This is an optimization exercise on Yosys and OpenROAD, whose aim is small area, a short achievable clock period and few clock cycles per item, not a production implementation.
Function was checked by simulation only, so behaviour that the tests miss may differ from the original.
Power and IR drop assume default switching activity.

==> v15 <==
==> flow/design.v <==
package edf_pkg;
  localparam int unsigned NUM_SLOTS = 8;
  localparam int unsigned DATA_W    = 16;
  localparam int unsigned SLACK_W   = 17;
endpackage
module edf_sched_top
(
  input  logic        clk_i,
  input  logic        rst_ni,
  input  logic        req_valid_i,
  output logic        req_ready_o,
  input  logic        req_op_i,
  input  logic [2:0]  req_task_slot_i,
  input  logic [15:0] req_exec_time_i,
  input  logic [15:0] req_period_ticks_i,
  input  logic [15:0] req_rel_deadline_i,
  output logic        rsp_valid_o,
  input  logic        rsp_ready_i,
  output logic        rsp_cpu_busy_o,
  output logic [2:0]  rsp_running_slot_o,
  input  logic        cfg_we_i,
  input  logic [3:0]  cfg_wdata_i
);
  localparam int N = 8;
  function automatic logic slack_lt(input logic [16:0] a, input logic [16:0] b);
    logic [16:0] x, y;
    logic        lt, eq;
    x  = {~a[16], a[15:0]};
    y  = {~b[16], b[15:0]};
    lt = 1'b0;
    eq = 1'b1;
    for (int k = 16; k >= 0; k = k - 1) begin
      lt = lt | (eq & ~x[k] & y[k]);
      eq = eq & ~(x[k] ^ y[k]);
    end
    slack_lt = lt;
  endfunction
  function automatic logic [15:0] dec16(input logic [15:0] a);
    logic [15:0] y;
    y[0] = ~a[0];
    for (int k = 1; k < 16; k = k + 1) begin
      y[k] = a[k] ^ ~|(a & ((1 << k) - 1));
    end
    dec16 = y;
  endfunction
  function automatic logic [16:0] dec17(input logic [16:0] a);
    logic [16:0] y;
    y[0] = ~a[0];
    for (int k = 1; k < 17; k = k + 1) begin
      y[k] = a[k] ^ ~|(a & ((1 << k) - 1));
    end
    dec17 = y;
  endfunction
  function automatic logic [16:0] cdec17(input logic [16:0] a, input logic en);
    logic [16:0] y;
    y[0] = a[0] ^ en;
    for (int k = 1; k < 17; k = k + 1) begin
      y[k] = a[k] ^ (en & ~|(a & ((1 << k) - 1)));
    end
    cdec17 = y;
  endfunction
  logic        ready_q;
  logic        tick_q;         
  logic [7:0]  upd_q;          
  logic [7:0]  ld_q;           
  logic [16:0] dm_q;           
  logic [15:0] per_q;          
  logic [3:0]  tc_q;
  logic acc, acc_load, acc_tick;
  assign acc      = req_valid_i & ready_q;
  assign acc_load = acc & ~req_op_i;
  assign acc_tick = acc &  req_op_i;
  always_ff @(posedge clk_i) begin
    dm_q  <= dec17({1'b0, req_rel_deadline_i});
    per_q <= req_period_ticks_i;
  end
  logic tick;
  assign tick = tick_q;
  logic signed [16:0] k1_new;
  logic               per_le1;
  assign per_le1 = (per_q[15:1] == 15'd0);
  assign k1_new  = $signed(dm_q - {1'b0, (per_le1 ? 16'd1 : per_q)} + 17'd2);
  logic [15:0]        e_q  [N];
  logic [15:0]        d_q  [N];
  logic signed [16:0] k1_q [N];
  logic [N-1:0]       p1_q;    
  logic [15:0]        w_q  [N];
  logic signed [16:0] sm_q [N];
  logic [16:0]        x    [N];
  logic [N-1:0]       nz_q;    
  logic [N-1:0]       rel_q;   
  logic [N-1:0] active, elig, win;
  for (genvar i = 0; i < N; i++) begin : g_act
    assign active[i] = tc_q[3] | (tc_q[2:0] > 3'(i));
    assign elig[i]   = active[i] & nz_q[i];
  end
  logic [N-1:0] le_q [N];
  for (genvar i = 0; i < N; i++) begin : g_cmp_i
    for (genvar j = 0; j < N; j++) begin : g_cmp_j
      if (i < j) begin : g_lt
        always_ff @(posedge clk_i) le_q[i][j] <= ~slack_lt(x[j], x[i]);
      end else begin : g_ge
        assign le_q[i][j] = 1'b0;
      end
    end
  end
  for (genvar i = 0; i < N; i++) begin : g_win
    logic [N-1:0] beat;
    for (genvar j = 0; j < N; j++) begin : g_b
      if (j < i) begin : g_lo
        assign beat[j] = ~elig[j] | ~le_q[j][i];
      end else if (j > i) begin : g_hi
        assign beat[j] = ~elig[j] | le_q[i][j];
      end else begin : g_me
        assign beat[j] = elig[i];
      end
    end
    assign win[i] = &beat;
  end
  logic       busy;
  logic [2:0] slot;
  assign busy = |elig;
  assign slot = {win[4] | win[5] | win[6] | win[7],
                 win[2] | win[3] | win[6] | win[7],
                 win[1] | win[3] | win[5] | win[7]};
  for (genvar i = 0; i < N; i++) begin : g_slot
    logic wr, ld, upd, rst;
    logic [15:0] w_dec;
    logic [16:0] sm_d;
    assign wr    = acc_load & (req_task_slot_i == 3'(i));
    assign ld    = ld_q[i];
    assign upd   = upd_q[i];
    assign rst   = upd & rel_q[i];
    assign w_dec = dec16(w_q[i]);
    always_comb begin
      if (ld)       x[i] = dm_q;
      else if (rst) x[i] = {1'b0, d_q[i]};
      else          x[i] = sm_q[i];
    end
    assign sm_d = cdec17(x[i], upd);
    always_ff @(posedge clk_i) begin
      if (wr) begin
        e_q[i] <= req_exec_time_i;
        d_q[i] <= req_rel_deadline_i;
      end
      if (ld) begin
        k1_q[i] <= k1_new;
        p1_q[i] <= per_le1;
      end
      sm_q[i]  <= sm_d;
      if (ld)       rel_q[i] <= per_le1;
      else if (rst) rel_q[i] <= p1_q[i];
      else if (upd) rel_q[i] <= (sm_q[i] == k1_q[i]);
      ld_q[i]  <= wr;
      upd_q[i] <= acc_tick & active[i];
      if (ld || rst) begin
        w_q[i]  <= e_q[i];
        nz_q[i] <= (e_q[i] != 16'd0);
      end else if (upd && win[i]) begin
        w_q[i]  <= w_dec;
        nz_q[i] <= (w_q[i] != 16'd1);
      end
    end
  end
  logic [1:0] cnt_q, cnt_d;
  logic [3:0] m_q [3];
  logic       ov_q;
  logic       pop;
  logic [3:0] res;
  assign res   = {busy, slot};
  assign pop   = ov_q & rsp_ready_i;
  assign cnt_d = cnt_q + 2'(tick) - 2'(pop);
  always_ff @(posedge clk_i) begin
    for (int k = 0; k < 3; k++) begin
      if (pop) begin
        if (tick && (2'(k) == cnt_q - 2'd1)) m_q[k] <= res;
        else if (k < 2)                      m_q[k] <= m_q[k+1];
      end else if (tick && (2'(k) == cnt_q)) begin
        m_q[k] <= res;
      end
    end
  end
  always_ff @(posedge clk_i or negedge rst_ni) begin
    if (!rst_ni) begin
      ready_q <= 1'b1;
      tick_q  <= 1'b0;
      cnt_q   <= 2'd0;
      ov_q    <= 1'b0;
      tc_q    <= 4'd0;
    end else begin
      tick_q  <= acc_tick;
      cnt_q   <= cnt_d;
      ov_q    <= (cnt_d != 2'd0);
      ready_q <= ({1'b0, cnt_d} + {2'b0, acc_tick}) < 3'd3;
      if (cfg_we_i) tc_q <= cfg_wdata_i;
    end
  end
  assign req_ready_o        = ready_q;
  assign rsp_valid_o        = ov_q;
  assign rsp_cpu_busy_o     = m_q[0][3];
  assign rsp_running_slot_o = m_q[0][2:0];
endmodule
==> flow/run.sh <==
#!/bin/bash
# synth_recipe.tcl (not shown) runs the flow's synth.tcl, then flattens the netlist and writes it again
# the make line also repeats each setting of config.mk as NAME=value (left out here)
make -C /OpenROAD-flow-scripts/flow DESIGN_CONFIG=/design/flow/config.mk WORK_HOME=/design/flow/orfs CLKGATE_MAP_FILE= SYNTH_SCRIPT=/design/flow/synth_recipe.tcl finish
==> flow/config.mk <==
export PLATFORM = sky130hd
export DESIGN_NAME = edf_sched_top
export DESIGN_NICKNAME = edf_sched_top
export VERILOG_FILES = /design/flow/design.v
export SDC_FILE = /design/flow/constraint.sdc
export NUM_CORES = 4
export LEC_CHECK = 0
export CAP_MARGIN = 20
export CORE_MARGIN = 2
export CORE_UTILIZATION = 50
export SETUP_SLACK_MARGIN = 5
export SLEW_MARGIN = 20
export TNS_END_PERCENT = 100
==> flow/constraint.sdc <==
create_clock -name core_clock -period 10.0 [get_ports {clk_i}]
set_input_delay 2.0000 -clock core_clock [delete_from_list [all_inputs] [get_ports {clk_i}]]
set_output_delay 2.0000 -clock core_clock [all_outputs]
set_load 0.01 [all_outputs]
==> v1 (differences from v15) <==
--- a/flow/design.v
+++ b/flow/design.v
@@ -62,4 +62,6 @@
   logic        ready_q;
+  logic        ready_o_q;      
   logic        tick_q;         
   logic [7:0]  upd_q;          
+  logic [7:0]  rst_q;          
   logic [7:0]  ld_q;           
@@ -67,2 +69,5 @@
   logic [15:0] per_q;          
+  logic [7:0]  ld2_q;          
+  logic signed [16:0] k1_r_q;  
+  logic        p2_q;           
   logic [3:0]  tc_q;
@@ -78,6 +83,8 @@
   assign tick = tick_q;
-  logic signed [16:0] k1_new;
-  logic               per_le1;
+  logic per_le1;
   assign per_le1 = (per_q[15:1] == 15'd0);
-  assign k1_new  = $signed(dm_q - {1'b0, (per_le1 ? 16'd1 : per_q)} + 17'd2);
+  always_ff @(posedge clk_i) begin
+    k1_r_q <= $signed(dm_q - {1'b0, (per_le1 ? 16'd1 : per_q)} + 17'd2);
+    p2_q   <= (per_q == 16'd2);
+  end
   logic [15:0]        e_q  [N];
@@ -126,3 +133,3 @@
   for (genvar i = 0; i < N; i++) begin : g_slot
-    logic wr, ld, upd, rst;
+    logic wr, ld, upd, rst, rel_d;
     logic [15:0] w_dec;
@@ -132,3 +139,3 @@
     assign upd   = upd_q[i];
-    assign rst   = upd & rel_q[i];
+    assign rst   = rst_q[i];
     assign w_dec = dec16(w_q[i]);
@@ -140,2 +147,9 @@
     assign sm_d = cdec17(x[i], upd);
+    always_comb begin
+      if (ld)                 rel_d = per_le1;
+      else if (rst)           rel_d = p1_q[i];
+      else if (upd && ld2_q[i]) rel_d = p2_q;
+      else if (upd)           rel_d = (sm_q[i] == k1_q[i]);
+      else                    rel_d = rel_q[i];
+    end
     always_ff @(posedge clk_i) begin
@@ -146,11 +160,13 @@
       if (ld) begin
-        k1_q[i] <= k1_new;
         p1_q[i] <= per_le1;
       end
+      if (ld2_q[i]) begin
+        k1_q[i] <= k1_r_q;
+      end
+      ld2_q[i] <= ld;
       sm_q[i]  <= sm_d;
-      if (ld)       rel_q[i] <= per_le1;
-      else if (rst) rel_q[i] <= p1_q[i];
-      else if (upd) rel_q[i] <= (sm_q[i] == k1_q[i]);
+      rel_q[i] <= rel_d;
       ld_q[i]  <= wr;
       upd_q[i] <= acc_tick & active[i];
+      rst_q[i] <= acc_tick & active[i] & rel_d;
       if (ld || rst) begin
@@ -185,2 +201,3 @@
       ready_q <= 1'b1;
+      ready_o_q <= 1'b1;
       tick_q  <= 1'b0;
@@ -194,2 +211,3 @@
       ready_q <= ({1'b0, cnt_d} + {2'b0, acc_tick}) < 3'd3;
+      ready_o_q <= ~(cnt_d[1] & (cnt_d[0] | acc_tick));
       if (cfg_we_i) tc_q <= cfg_wdata_i;
@@ -197,3 +215,3 @@
   end
-  assign req_ready_o        = ready_q;
+  assign req_ready_o        = ready_o_q;
   assign rsp_valid_o        = ov_q;
==> flow/flow/run.sh (new file) <==
#!/bin/bash
# Standard ORFS layout, with timing repair aiming for 6.75 ns of setup slack.
set -euo pipefail
bash standard.sh SETUP_SLACK_MARGIN=6.75 finish > standard_flow.log 2>&1
==> flow/standard.sh (new file) <==
#!/bin/bash
# synth_recipe.tcl (not shown) runs the flow's synth.tcl, then flattens the netlist and writes it again
# the make line also repeats each setting of config.mk as NAME=value (left out here)
make -C /OpenROAD-flow-scripts/flow DESIGN_CONFIG=/design/flow/config.mk WORK_HOME=/design/flow/orfs CLKGATE_MAP_FILE= SYNTH_SCRIPT=/design/flow/synth_recipe.tcl "${@:-finish}"
CAP_MARGIN = 10   (was 20)
CTS_BUF_LIST = sky130_fd_sc_hd__clkbuf_16   (was default)
CTS_CLUSTER_DIAMETER = 100   (was default)
CTS_CLUSTER_SIZE = 20   (was default)
SETUP_SLACK_MARGIN = default   (was 5)
SLEW_MARGIN = 10   (was 20)
removed: flow/run.sh
==> v16 (differences from v15) <==
--- a/flow/design.v
+++ b/flow/design.v
@@ -62,4 +62,6 @@
   logic        ready_q;
+  logic        ready_o_q;      
   logic        tick_q;         
   logic [7:0]  upd_q;          
+  logic [7:0]  rst_q;          
   logic [7:0]  ld_q;           
@@ -67,2 +69,5 @@
   logic [15:0] per_q;          
+  logic [7:0]  ld2_q;          
+  logic signed [16:0] k1_r_q;  
+  logic        p2_q;           
   logic [3:0]  tc_q;
@@ -78,6 +83,8 @@
   assign tick = tick_q;
-  logic signed [16:0] k1_new;
-  logic               per_le1;
+  logic per_le1;
   assign per_le1 = (per_q[15:1] == 15'd0);
-  assign k1_new  = $signed(dm_q - {1'b0, (per_le1 ? 16'd1 : per_q)} + 17'd2);
+  always_ff @(posedge clk_i) begin
+    k1_r_q <= $signed(dm_q - {1'b0, (per_le1 ? 16'd1 : per_q)} + 17'd2);
+    p2_q   <= (per_q == 16'd2);
+  end
   logic [15:0]        e_q  [N];
@@ -126,3 +133,3 @@
   for (genvar i = 0; i < N; i++) begin : g_slot
-    logic wr, ld, upd, rst;
+    logic wr, ld, upd, rst, rel_d;
     logic [15:0] w_dec;
@@ -132,3 +139,3 @@
     assign upd   = upd_q[i];
-    assign rst   = upd & rel_q[i];
+    assign rst   = rst_q[i];
     assign w_dec = dec16(w_q[i]);
@@ -140,2 +147,9 @@
     assign sm_d = cdec17(x[i], upd);
+    always_comb begin
+      if (ld)                 rel_d = per_le1;
+      else if (rst)           rel_d = p1_q[i];
+      else if (upd && ld2_q[i]) rel_d = p2_q;
+      else if (upd)           rel_d = (sm_q[i] == k1_q[i]);
+      else                    rel_d = rel_q[i];
+    end
     always_ff @(posedge clk_i) begin
@@ -146,11 +160,13 @@
       if (ld) begin
-        k1_q[i] <= k1_new;
         p1_q[i] <= per_le1;
       end
+      if (ld2_q[i]) begin
+        k1_q[i] <= k1_r_q;
+      end
+      ld2_q[i] <= ld;
       sm_q[i]  <= sm_d;
-      if (ld)       rel_q[i] <= per_le1;
-      else if (rst) rel_q[i] <= p1_q[i];
-      else if (upd) rel_q[i] <= (sm_q[i] == k1_q[i]);
+      rel_q[i] <= rel_d;
       ld_q[i]  <= wr;
       upd_q[i] <= acc_tick & active[i];
+      rst_q[i] <= acc_tick & active[i] & rel_d;
       if (ld || rst) begin
@@ -185,2 +201,3 @@
       ready_q <= 1'b1;
+      ready_o_q <= 1'b1;
       tick_q  <= 1'b0;
@@ -194,2 +211,3 @@
       ready_q <= ({1'b0, cnt_d} + {2'b0, acc_tick}) < 3'd3;
+      ready_o_q <= ~(cnt_d[1] & (cnt_d[0] | acc_tick));
       if (cfg_we_i) tc_q <= cfg_wdata_i;
@@ -197,3 +215,3 @@
   end
-  assign req_ready_o        = ready_q;
+  assign req_ready_o        = ready_o_q;
   assign rsp_valid_o        = ov_q;
==> flow/flow/run.sh (new file) <==
#!/bin/bash
# Standard ORFS layout, with timing repair aiming for 7 ns of setup slack.
set -euo pipefail
bash standard.sh SETUP_SLACK_MARGIN=7 finish > standard_flow.log 2>&1
==> flow/standard.sh (new file) <==
#!/bin/bash
# synth_recipe.tcl (not shown) runs the flow's synth.tcl, then flattens the netlist and writes it again
# the make line also repeats each setting of config.mk as NAME=value (left out here)
make -C /OpenROAD-flow-scripts/flow DESIGN_CONFIG=/design/flow/config.mk WORK_HOME=/design/flow/orfs CLKGATE_MAP_FILE= SYNTH_SCRIPT=/design/flow/synth_recipe.tcl "${@:-finish}"
ABC_AREA = 1   (was default)
CTS_BUF_LIST = sky130_fd_sc_hd__clkbuf_16   (was default)
CTS_CLUSTER_DIAMETER = 100   (was default)
CTS_CLUSTER_SIZE = 20   (was default)
SETUP_SLACK_MARGIN = default   (was 5)
removed: flow/run.sh
==> qor summary <==
Run status: v1 complete, no violations; v16 complete, no violations; v15 complete, no violations
Area growth from synthesis to final layout: v1 17.2%; v16 13.2%; v15 11.8%
Final critical-path setup slack: v1 6.56 ns; v16 6.67 ns; v15 5.22 ns
Relative contribution of the clock network to total power: v1 0.136; v16 0.139; v15 0.230
Maximum operating frequency: v1 0.291 GHz; v16 0.300 GHz; v15 0.209 GHz
Worst slew margin relative to its limit: v1 0.211; v16 0.273; v15 0.206
Category of the worst setup path launch point: v1 register; v16 input pin; v15 register
First-iteration detailed-routing DRC count: v1 4,846; v16 4,468; v15 3,741
Placed inst area: v1 44,800 um^2; v16 46,200 um^2; v15 43,700 um^2
Setup repair after global routing missed its margin: v1 yes; v16 yes; v15 no
Yosys cell types: v1 90; v16 64; v15 89
Worst Max-Slew Pin Slew: v1 1.18 ns; v16 1.09 ns; v15 1.18 ns
CP Data Required Time: v1 10.59 ns; v16 10.48 ns; v15 10.53 ns
Final min period: v1 3.44 ns; v16 3.33 ns; v15 4.78 ns
Yosys reg bits: v1 813; v16 813; v15 778
All-layer global routing usage: v1 0.357; v16 0.359; v15 0.324
Die Width: v1 296 um; v16 301 um; v15 293 um
Cell Int Power: v1 8.33 mW; v16 7.66 mW; v15 8.21 mW
Dominant cell by count in the synthesized netlist: v1 sky130_fd_sc_hd__edfxtp_1; v16 sky130_fd_sc_hd__nand2_1; v15 sky130_fd_sc_hd__edfxtp_1
Area of the core region: v1 84,900 um^2; v16 87,000 um^2; v15 82,200 um^2
Count of placed standard cells in the final layout, fillers left out: v1 5,516; v16 6,652; v15 5,226
Proportion of synthesized flip-flops having asynchronous set or reset: v1 0.0123; v16 0.0123; v15 0.0116
Worst R2R Setup Slack: v1 6.56 ns; v16 7.02 ns; v15 5.22 ns
Testbench counts of v15, summed over its fixed seeds: cycles 9,728, ticks 8,624.
Testbench counts of v1, summed over its fixed seeds: cycles 9,728, ticks 8,624.
Testbench counts of v16, summed over its fixed seeds: cycles 9,728, ticks 8,624.

what the ideal ports hide:
In the flow no input, the clock included, has a driving cell. The finished layouts below were timed again as built, in two steps. Step 1 sets driving cells, clkbuf_16 on the clock port and buf_2 on the other inputs (assumed; they add their load-dependent delay and slew). Step 2 moves the port delays by t, midway between the first and last clock arrival at a register: inputs arrive t later, outputs are due t later. That takes back most of the time a late clock gives input paths. a / b / c = ideal / step 1 / step 2; a / b = the first two.
run	t (ns)	slack for setup (ns)	hold WS [ns]	worst register clock-pin slew, ns	pins driven straight from the clock port
v15	0.714	5.220 / 5.220 / 4.818	0.543 / 0.543 / 0.543	0.07 / 0.07	1
v1	0.711	6.562 / 6.562 / 6.110	0.432 / 0.432 / 0.432	0.09 / 0.09	1
v16	0.696	6.672 / 6.687 / 5.991	0.456 / 0.456 / 0.456	0.09 / 0.09	1
After both steps setup and hold are still met in every run listed. For v16, which loses most, drivers alone change the setup slack by +0.015 ns; drivers and shift together by -0.681 ns.
